From an optimization exercise on the open Yosys and OpenROAD flow, aimed at small area, a short achievable clock period and few clock cycles per item; shortcuts taken in it are not production practice. Where RTL was checked, it was by simulation tests only, not by an equivalence proof against the original. Power and IR drop assume default switching activity.

// dsp_slice_top
module dsp_slice_top (
    input  logic                 w_CLK,
    input  logic                 RSTALLCARRYIN,
    input  logic                 wb_cyc,
    input  logic                 wb_stb,
    input  logic [103:0]         wb_op,
    output logic                 wb_ack,
    output logic                 res_valid,
    output logic [52:0]          res,
    input  logic                 res_ready
);
Settings: LEC_CHECK=0, CAP_MARGIN=20, CORE_MARGIN=2, CORE_UTILIZATION=50, SETUP_SLACK_MARGIN=2.7, SLEW_MARGIN=20, SYNTH_HIERARCHICAL=1, SYNTH_MINIMUM_KEEP_SIZE=0; clock period 7.5 ns.
standard.sh (not shown) runs the stock make flow with config.mk's settings and CLKGATE_MAP_FILE= SYNTH_SCRIPT=/design/flow/synth_recipe.tcl, a recipe that flattens the netlist after the stock synthesis.
==> flow/flow/run.sh <==
#!/bin/bash
# The standard layout (standard.sh: the ORFS flow and synthesis), with
# the port buffers made of plain buffers instead of ORFS's default pick.
set -euo pipefail
export BUFFER_PORTS_ARGS="-buffer_cell sky130_fd_sc_hd__buf_2"
bash standard.sh > standard.log 2>&1
Testbench counts at the start, summed over its fixed seeds: cycles 18,888, items 16,000.
Rerun with:
Settings changed: SETUP_SLACK_MARGIN 2.7 to 2.3.
- The new run finished clean
- sequential cell count stays the same
- worst setup slack is worse by 370 ps
- sequential share of layout area rises by 0.94 points
- total power went down by 8.1%
- cell count went down by 0.94%
- combinational power fell by about 10%
- routed wire length drops by 4.0%
- clock-buffer cell count came out higher by 10
- via count went down by 2.4%
- clock power hardly moves
- area after synthesis stays the same
Rerun with:
Settings changed: CTS_BUF_LIST from default to sky130_fd_sc_hd__clkbuf_8, CTS_CLUSTER_SIZE from default to 40, SETUP_SLACK_MARGIN 2.3 to 2.5.
Flip-flop and latch count does not change; via count climbs slightly; design area climbs slightly; synthesized area does not change; setup slack gets better by 220 ps; cell count climbs slightly; power drops slightly; global-route usage climbs by 0.68 points; register-to-register slack gets better by 200 ps; wire length climbs slightly; combinational power climbs slightly.
Rerun with:
Settings changed: CTS_BUF_LIST sky130_fd_sc_hd__clkbuf_8 to default, CTS_CLUSTER_SIZE 40 to default, PLACE_DENSITY from default to 0.75.
Sequential share of layout area hardly moves.
Hold slack gets worse by 5.3 ps.
Synthesized area is unchanged.
Wire length drops by 3.4%.
Die area is unchanged.
Count of clock-buffer cells in the layout decreases by 13.
Power came out higher by 2.9%.

========
dsp_slice_top, a different RTL version from the one above (not shown whole).
Size in the first run: about 2400 cells after synthesis, roughly 260 flip-flops, about 160 I/O pins, roughly 27000 sq um of cells after synthesis.
==> flow/config.mk <==
export PLATFORM = sky130hd
export DESIGN_NAME = dsp_slice_top
export DESIGN_NICKNAME = dsp_slice_top
export VERILOG_FILES = /design/flow/design.v
export SDC_FILE = /design/flow/constraint.sdc
export NUM_CORES = 4
export LEC_CHECK = 0
export CAP_MARGIN = 20
export CORE_MARGIN = 2
export CORE_UTILIZATION = 40
export SETUP_SLACK_MARGIN = 3.5
export SLEW_MARGIN = 20
export SYNTH_HIERARCHICAL = 1
export SYNTH_MINIMUM_KEEP_SIZE = 0
==> flow/constraint.sdc <==
create_clock -name core_clock -period 7.5 [get_ports {w_CLK}]
set_input_delay 1.5000 -clock core_clock [delete_from_list [all_inputs] [get_ports {w_CLK}]]
set_output_delay 1.5000 -clock core_clock [all_outputs]
set_load 0.01 [all_outputs]
Scripts as last shown in full above: flow/flow/run.sh
The first run finished clean.
Next try:
Settings changed: SETUP_SLACK_MARGIN 3.5 to 2.0.
Worst setup slack gets worse by 0.61 ns. Routed wire length decreases by 11%. Worst hold slack gets worse by 0.0070 ns. Die area stays the same. Synthesized area is unchanged. Maximum frequency came out lower by 12%.
No run of this note included a check of the RTL's function; only the layout flow was run.

========
Another version of the RTL of dsp_slice_top (not shown whole).
Size: roughly 160 I/O pins, ~0.024 mm² of cells after synthesis.
clock: 7.5 ns
lec_check: 0
cap_margin: 20
core_margin: 2
core_utilization: 50
setup_slack_margin: 2.5
slew_margin: 20
synth_hierarchical: 1
synth_minimum_keep_size: 0
Scripts as last shown in full above: flow/flow/run.sh
The first run passed the timing, DRC and antenna checks.
Testbench counts at the start, summed over its fixed seeds: cycles 18,888, items 16,000.
Then changed:
CAP_MARGIN = 5   (was 20)
SLEW_MARGIN = 5   (was 20)
Worst hold slack hardly moves. Setup slack got worse by 0.0094 ns. Total power drops by 0.78%. Routed wire length hardly moves.

========
## job 101
Another version of the RTL of dsp_slice_top (not shown whole).
For scale: roughly 2300 cells after synthesis, about 160 I/O pins, roughly 0.025 mm2 of cells after synthesis.
Design dsp_slice_top, start of the top module:
module dsp_slice_top (
    input  logic                 w_CLK,
    input  logic                 RSTALLCARRYIN,
    input  logic                 wb_cyc,
    input  logic                 wb_stb,
    input  logic [103:0]         wb_op,
    output logic                 wb_ack,
    output logic                 res_valid,
    output logic [52:0]          res,
    input  logic                 res_ready
);
    logic [29:0] a;
    logic [17:0] b;
    logic [47:0] c;
    logic [1:0]  x_sel, y_sel, z_sel;
    logic        sub, cin;
    assign a     = wb_op[103:74];
    assign b     = wb_op[73:56];
    assign c     = wb_op[55:8];
    assign x_sel = wb_op[7:6];
    assign y_sel = wb_op[5:4];
    assign z_sel = wb_op[3:2];
    assign sub   = wb_op[1];
    assign cin   = wb_op[0];
    logic [26:0] am;
    assign am = a[26:0];
    logic x_mult, x_ab, x_p, y_c, y_ones, z_p, z_c, z_sh;
    assign x_mult = (x_sel == 2'd1);
    assign x_p    = (x_sel == 2'd2);
    assign x_ab   = (x_sel == 2'd3);
    assign y_c    = (y_sel == 2'd1);
    assign y_ones = (y_sel == 2'd2);
    assign z_p    = (z_sel == 2'd1);
    assign z_c    = (z_sel == 2'd2);
    assign z_sh   = (z_sel == 2'd3);
    logic neg_m, x_neg, k0, k48;
    assign neg_m = x_mult & (|am) & (|b) & (am[26] ^ b[17]);
    assign x_neg = sub & (x_ab | x_p);
    assign k0    = cin ^ sub;
    assign k48   = sub ? ~(neg_m | x_neg) : neg_m;
    logic [47:0] ab, xab, yrow, zrow;
    assign ab = {a, b};
    for (genvar g = 0; g < 6; g++) begin : g_x
        dsp_xg u_xg (.x_sel(x_sel), .sub(sub), .ab(ab[8*g +: 8]), .x(xab[8*g +: 8]));
    end
    assign yrow = ({48{y_c}} & c | {48{y_ones}}) ^ {48{sub}};
    assign zrow = {48{z_c}} & c;
    logic first_q, pz;
  ...
Settings: LEC_CHECK=0, CAP_MARGIN=20, CORE_MARGIN=2, CORE_UTILIZATION=50, SETUP_SLACK_MARGIN=2.5, SLEW_MARGIN=20, SYNTH_HIERARCHICAL=1, SYNTH_MINIMUM_KEEP_SIZE=0; clock period 7.5 ns.
Scripts as last shown in full above: flow/flow/run.sh
## Diff of input files: job 102 against job 101
- CORE_UTILIZATION now 40, was 50
--- outcome ---
Job 101 ended up with sky130_fd_sc_hd__fa_1 as its slowest stage cell on the critical path; job 102 ended up with sky130_fd_sc_hd__fa_2.
The lower number of ordinary and repair buffers in the finished layout of job 101 and job 102 is in job 102.
Job 102 against job 101: worst setup slack increased 0.0082 ns, synthesis-to-finish area growth increased 1.1 points.
Job 101 and job 102 ended up with nearly the same total power of the final layout.
The area of the core in job 101 is 0.80 times that in job 102.
Floorplan check, job 102 vs job 101: die outline larger in job 102
Edits applied to the flow inputs when going from job 102 to job 103:
- SETUP_SLACK_MARGIN changed from 2.5 to 2.8
==> results.txt <==
- Comparing job 102 and job 103, the higher violation count after the first detailed-routing iteration was measured on job 103.
- Delta (job 103 minus job 102): share of the clock period used by the worst path after layout climbed 0.28 points, largest incremental delay on the critical path higher, clock share of power now smaller, global-route usage held steady.
- Job 103 vs job 102: global-route wire length before repair up slightly
- Reported for job 102 and job 103, max-cap check violation count turned out identical to the last digit.
- Diff job 102 -> job 103: via count climbed about 2.5%; relative contribution of combinational cells to total power picked up an extra 3.5 points; non-clock buffer count increased by about 26% relative to the old numbers.
Function was not checked in any run of this note: the RTL went through the layout flow alone.

========
Another version of the RTL of dsp_slice_top (not shown whole).
For scale: about 2,200 cells after synthesis, about 210 flip-flops, about 160 I/O pins, roughly 25,000 sq um of cells after synthesis.
clock: 7.5 ns
lec_check: 0
cap_margin: 20
core_margin: 2
core_utilization: 40
setup_slack_margin: 2.0
slew_margin: 20
synth_hierarchical: 1
synth_minimum_keep_size: 0
run.sh (not shown) runs the stock make flow with config.mk's settings and CLKGATE_MAP_FILE= SYNTH_SCRIPT=/design/flow/synth_recipe.tcl, a recipe that flattens the netlist after the stock synthesis.
Stock flow here: none of the scripts above is used.
Testbench counts at the start, summed over its fixed seeds: cycles 18,888, items 16,000.
==> next run, changes <==
==> flow/flow/run.sh (new file) <==
#!/bin/bash
# The standard layout (standard.sh: the ORFS flow and synthesis), with
# the port buffers made of plain buffers instead of ORFS's default pick.
set -euo pipefail
export BUFFER_PORTS_ARGS="-buffer_cell sky130_fd_sc_hd__buf_2"
bash standard.sh > standard.log 2>&1
==> flow/standard.sh (new file) <==
#!/bin/bash
# synth_recipe.tcl (not shown) runs the flow's synth.tcl, then flattens the netlist and writes it again
# the make line also repeats each setting of config.mk as NAME=value (left out here)
make -C /OpenROAD-flow-scripts/flow DESIGN_CONFIG=/design/flow/config.mk WORK_HOME=/design/flow/orfs CLKGATE_MAP_FILE= SYNTH_SCRIPT=/design/flow/synth_recipe.tcl "${@:-finish}"
removed: flow/run.sh
What happened: Final area is lower by a few percent. Sequential power stays flat. Via count rose slightly. Die area stays the same. Core utilization falls by 1.7 points. Maximum frequency rises slightly. Worst setup slack is better by 79 ps.

========
Another version of the RTL of dsp_slice_top (not shown whole).
Size: about 2200 cells after synthesis, about 210 flip-flops, about 160 I/O pins.
clock: 7.5 ns
lec_check: 0
cap_margin: 20
core_margin: 2
core_utilization: 40
setup_slack_margin: 2.5
slew_margin: 20
synth_hierarchical: 1
synth_minimum_keep_size: 0
standard.sh (not shown) runs the stock make flow with config.mk's settings and CLKGATE_MAP_FILE= SYNTH_SCRIPT=/design/flow/synth_recipe.tcl, a recipe that flattens the netlist after the stock synthesis.
==> flow/flow/run.sh <==
#!/bin/bash
# The standard layout (standard.sh: the ORFS flow and synthesis), with
# the port buffers made of plain buffers instead of ORFS's default pick.
set -euo pipefail
export BUFFER_PORTS_ARGS="-buffer_cell sky130_fd_sc_hd__buf_2"
bash standard.sh > standard.log 2>&1
The first run finished clean.
Change:
Settings changed: SETUP_SLACK_MARGIN 2.5 to 2.0.
Result:
- The new run finished clean
- final area came out lower by about 5%
- worst setup slack is worse by 0.30 ns
- sequential power hardly moves
- global-route usage came out lower by 0.72 points
- power goes down by 11%
- via count fell by 3.8%
- final cell count went down by 2.1%
No functional check of the RTL was part of any run of this note.

========
RTL: one of the versions met above, not the one the previous note started from.
==> flow/config.mk <==
export PLATFORM = sky130hd
export DESIGN_NAME = dsp_slice_top
export DESIGN_NICKNAME = dsp_slice_top
export VERILOG_FILES = /design/flow/design.v
export SDC_FILE = /design/flow/constraint.sdc
export NUM_CORES = 4
export LEC_CHECK = 0
export CAP_MARGIN = 20
export CORE_MARGIN = 2
export CORE_UTILIZATION = 50
export SETUP_SLACK_MARGIN = 2.5
export SLEW_MARGIN = 20
export SYNTH_HIERARCHICAL = 1
export SYNTH_MINIMUM_KEEP_SIZE = 0
==> flow/constraint.sdc <==
create_clock -name core_clock -period 7.5 [get_ports {w_CLK}]
set_input_delay 1.5000 -clock core_clock [delete_from_list [all_inputs] [get_ports {w_CLK}]]
set_output_delay 1.5000 -clock core_clock [all_outputs]
set_load 0.01 [all_outputs]
==> flow/flow/run.sh <==
#!/bin/bash
# The standard layout (standard.sh: the ORFS flow and synthesis), with
# the port buffers made of plain buffers instead of ORFS's default pick.
set -euo pipefail
export BUFFER_PORTS_ARGS="-buffer_cell sky130_fd_sc_hd__buf_4"
bash standard.sh > standard.log 2>&1
Testbench counts at the start, summed over its fixed seeds: cycles 18,888, items 16,000.
Rerun with:
--- a/flow/flow/run.sh
+++ b/flow/flow/run.sh
@@ -5 +5 @@
-export BUFFER_PORTS_ARGS="-buffer_cell sky130_fd_sc_hd__buf_4"
+export BUFFER_PORTS_ARGS="-buffer_cell sky130_fd_sc_hd__buf_1"
Die area stays the same.
Critical path depth goes up by 1.
Power goes down by 2.5%.
Sequential share of layout area goes up by 0.35 points.
Rerun with:
--- a/flow/flow/run.sh
+++ b/flow/flow/run.sh
@@ -5 +5 @@
-export BUFFER_PORTS_ARGS="-buffer_cell sky130_fd_sc_hd__buf_1"
+export BUFFER_PORTS_ARGS="-buffer_cell sky130_fd_sc_hd__buf_2"
Result:
- synthesized cell count is unchanged
- synthesized area stays the same
- setup slack gains 0.064 ns
- via count went down by about 0.6%
- clock-buffer cell count goes up by 1
- wire length climbs by 2.2%
- cell count falls by about 0.8%

========
Setup of ember:
Another version of the RTL of dsp_slice_top (not shown whole).
Size in the first run: roughly 160 I/O pins, roughly 25000 sq um of cells after synthesis.
Settings: LEC_CHECK=0, CAP_MARGIN=20, CORE_MARGIN=2, CORE_UTILIZATION=50, SETUP_SLACK_MARGIN=2.7, SLEW_MARGIN=20, SYNTH_HIERARCHICAL=1, SYNTH_MINIMUM_KEEP_SIZE=0; clock period 7.5 ns.
==> flow/flow/run.sh <==
#!/bin/bash
# The standard layout (standard.sh: the ORFS flow and synthesis), with
# the port buffers made of plain buffers instead of ORFS's default pick.
set -euo pipefail
export BUFFER_PORTS_ARGS="-buffer_cell sky130_fd_sc_hd__buf_2"
bash standard.sh > standard.log 2>&1
Looking at the reports, ember completed the entire flow and the layout it produced met the timing, DRC and antenna checks.
Setup changes, ember to harbor
# ember
export LEC_CHECK = 0
export CAP_MARGIN = 20
export CORE_MARGIN = 2
export CORE_UTILIZATION = 50
export SETUP_SLACK_MARGIN = 2.7
export SLEW_MARGIN = 20
export SYNTH_HIERARCHICAL = 1
export SYNTH_MINIMUM_KEEP_SIZE = 0
create_clock -name core_clock -period 7.5 [get_ports {w_CLK}]
# harbor
export LEC_CHECK = 0
export CAP_MARGIN = 20
export CORE_MARGIN = 2
export CORE_UTILIZATION = 50
export SETUP_SLACK_MARGIN = 2.5
export SLEW_MARGIN = 20
export SYNTH_HIERARCHICAL = 1
export SYNTH_MINIMUM_KEEP_SIZE = 0
create_clock -name core_clock -period 7.5 [get_ports {w_CLK}]
Results
harbor went all the way through the flow, and no timing, DRC or antenna check failed.
ember finished end to end and its layout was clean on timing, DRC and antenna.
From ember to harbor the numbers moved as follows: number of buffers other than clock buffers in the final layout moved down; slew of the pin with the lowest slew margin moved down; utilization decreased by 1.2 points relative to the old numbers; fraction of area in clock buffers and inverters up 0.26 points.
Compared with ember, in harbor sequential group power flat; worst setup slack after placement down 0.11 ns; maximum operating frequency down 3.6%.
Run comparison: ember origin of the worst setup path wb_op[73]; harbor origin of the worst setup path wb_op[65]
Area of all placed cells without fillers delta for harbor relative to ember: about 2.2% lower
Sort harbor and ember by clock share of power, ascending, and ember comes first.
No functional check of the RTL was part of any run of this note.

========
dsp_slice_top, a different RTL version from the one above (not shown whole).
Size: roughly 2300 cells after synthesis, about 210 flip-flops, roughly 0.025 mm^2 of cells after synthesis.
==> flow/config.mk <==
export PLATFORM = sky130hd
export DESIGN_NAME = dsp_slice_top
export DESIGN_NICKNAME = dsp_slice_top
export VERILOG_FILES = /design/flow/design.v
export SDC_FILE = /design/flow/constraint.sdc
export NUM_CORES = 4
export LEC_CHECK = 0
export CAP_MARGIN = 20
export CORE_MARGIN = 2
export CORE_UTILIZATION = 40
export SETUP_SLACK_MARGIN = 1.5
export SLEW_MARGIN = 20
export SYNTH_HIERARCHICAL = 1
export SYNTH_MINIMUM_KEEP_SIZE = 0
==> flow/constraint.sdc <==
create_clock -name core_clock -period 7.5 [get_ports {w_CLK}]
set_input_delay 1.5000 -clock core_clock [delete_from_list [all_inputs] [get_ports {w_CLK}]]
set_output_delay 1.5000 -clock core_clock [all_outputs]
set_load 0.01 [all_outputs]
Scripts as last shown in full above: flow/flow/run.sh
Rerun with:
SETUP_SLACK_MARGIN = 2.0   (was 1.5)
After rerunning: The new run passed the timing, DRC and antenna checks; area after synthesis is unchanged; wire length is lower slightly; hold slack improves by 0.034 ns; first-iteration DRC count fell slightly; combinational power rises slightly; die area does not change; setup slack improved by 0.39 ns; design area is higher slightly; sequential power is about the same.
No functional check of the RTL was part of any run of this note.

==> separate check: timing with driven ports <==
How much do the figures lean on ideal ports? The routed layouts below were timed once more, with nothing changed but the port constraints.
Step 1, drivers: a clkbuf_16 drives w_CLK and a buf_2 each remaining input, both assumed.
Step 2 adds t to the input delays and takes it off the output delays; t is the mean of the earliest and latest rising clock arrival at the registers after step 1. Input paths then give back, and output paths get back, about the clock's delay inside the block.
Slacks: no drivers / after step 1 / after step 2; pairs: no drivers / after step 1.
run	shift t [ns]	setup WS [ns]	worst setup path after step 2	clock arrival spread, ns	pins driven straight from the clock port
the first run of note 1	0.597	2.729 / 2.749 / 2.152	input to register	0.017 / 0.016	1
the second run of note 1	0.584	2.364 / 2.390 / 1.806	input to register	0.012 / 0.012	1
the third run of note 1	0.593	2.584 / 2.612 / 2.020	input to register	0.024 / 0.023	1
the fourth run of note 1	0.585	2.599 / 2.618 / 2.033	input to register	0.014 / 0.014	1
the first run of note 2	0.653	2.936 / 2.936 / 2.936	register to register	0.022 / 0.021	1
the second run of note 2	0.657	2.326 / 2.326 / 2.326	register to register	0.033 / 0.033	1
the first run of note 3	0.583	2.617 / 2.646 / 2.063	input to register	0.016 / 0.016	1
the second run of note 3	0.583	2.608 / 2.640 / 2.057	input to register	0.011 / 0.011	1
job 101	0.599	2.407 / 2.407 / 2.042	input to register	0.028 / 0.029	1
job 102	0.583	2.415 / 2.415 / 2.032	input to register	0.018 / 0.018	1
job 103	0.590	2.394 / 2.394 / 2.272	input to register	0.018 / 0.018	1
the first run of note 5	0.611	2.104 / 2.104 / 1.556	input to register	0.023 / 0.023	1
the second run of note 5	0.615	2.183 / 2.183 / 1.587	input to register	0.019 / 0.019	1
the first run of note 6	0.573	2.356 / 2.356 / 2.028	input to register	0.033 / 0.033	1
the second run of note 6	0.595	2.053 / 2.053 / 1.710	input to register	0.010 / 0.009	1
the first run of note 7	0.582	2.591 / 2.619 / 2.037	input to register	0.011 / 0.012	1
the second run of note 7	0.572	2.570 / 2.601 / 2.029	input to register	0.012 / 0.012	1
the third run of note 7	0.586	2.634 / 2.663 / 2.077	input to register	0.010 / 0.010	1
ember	0.579	2.760 / 2.760 / 2.212	input to register	0.023 / 0.022	1
harbor	0.579	2.584 / 2.616 / 2.039	input to register	0.024 / 0.023	1
the first run of note 9	0.581	1.740 / 1.740 / 1.546	input to register	0.017 / 0.016	1
the second run of note 9	0.587	2.132 / 2.132 / 1.569	input to register	0.013 / 0.013	1
After both steps every run listed still meets setup and hold. For the second run of note 5, which loses most, drivers alone change the setup slack by 0.000 ns; drivers and shift together by -0.596 ns.
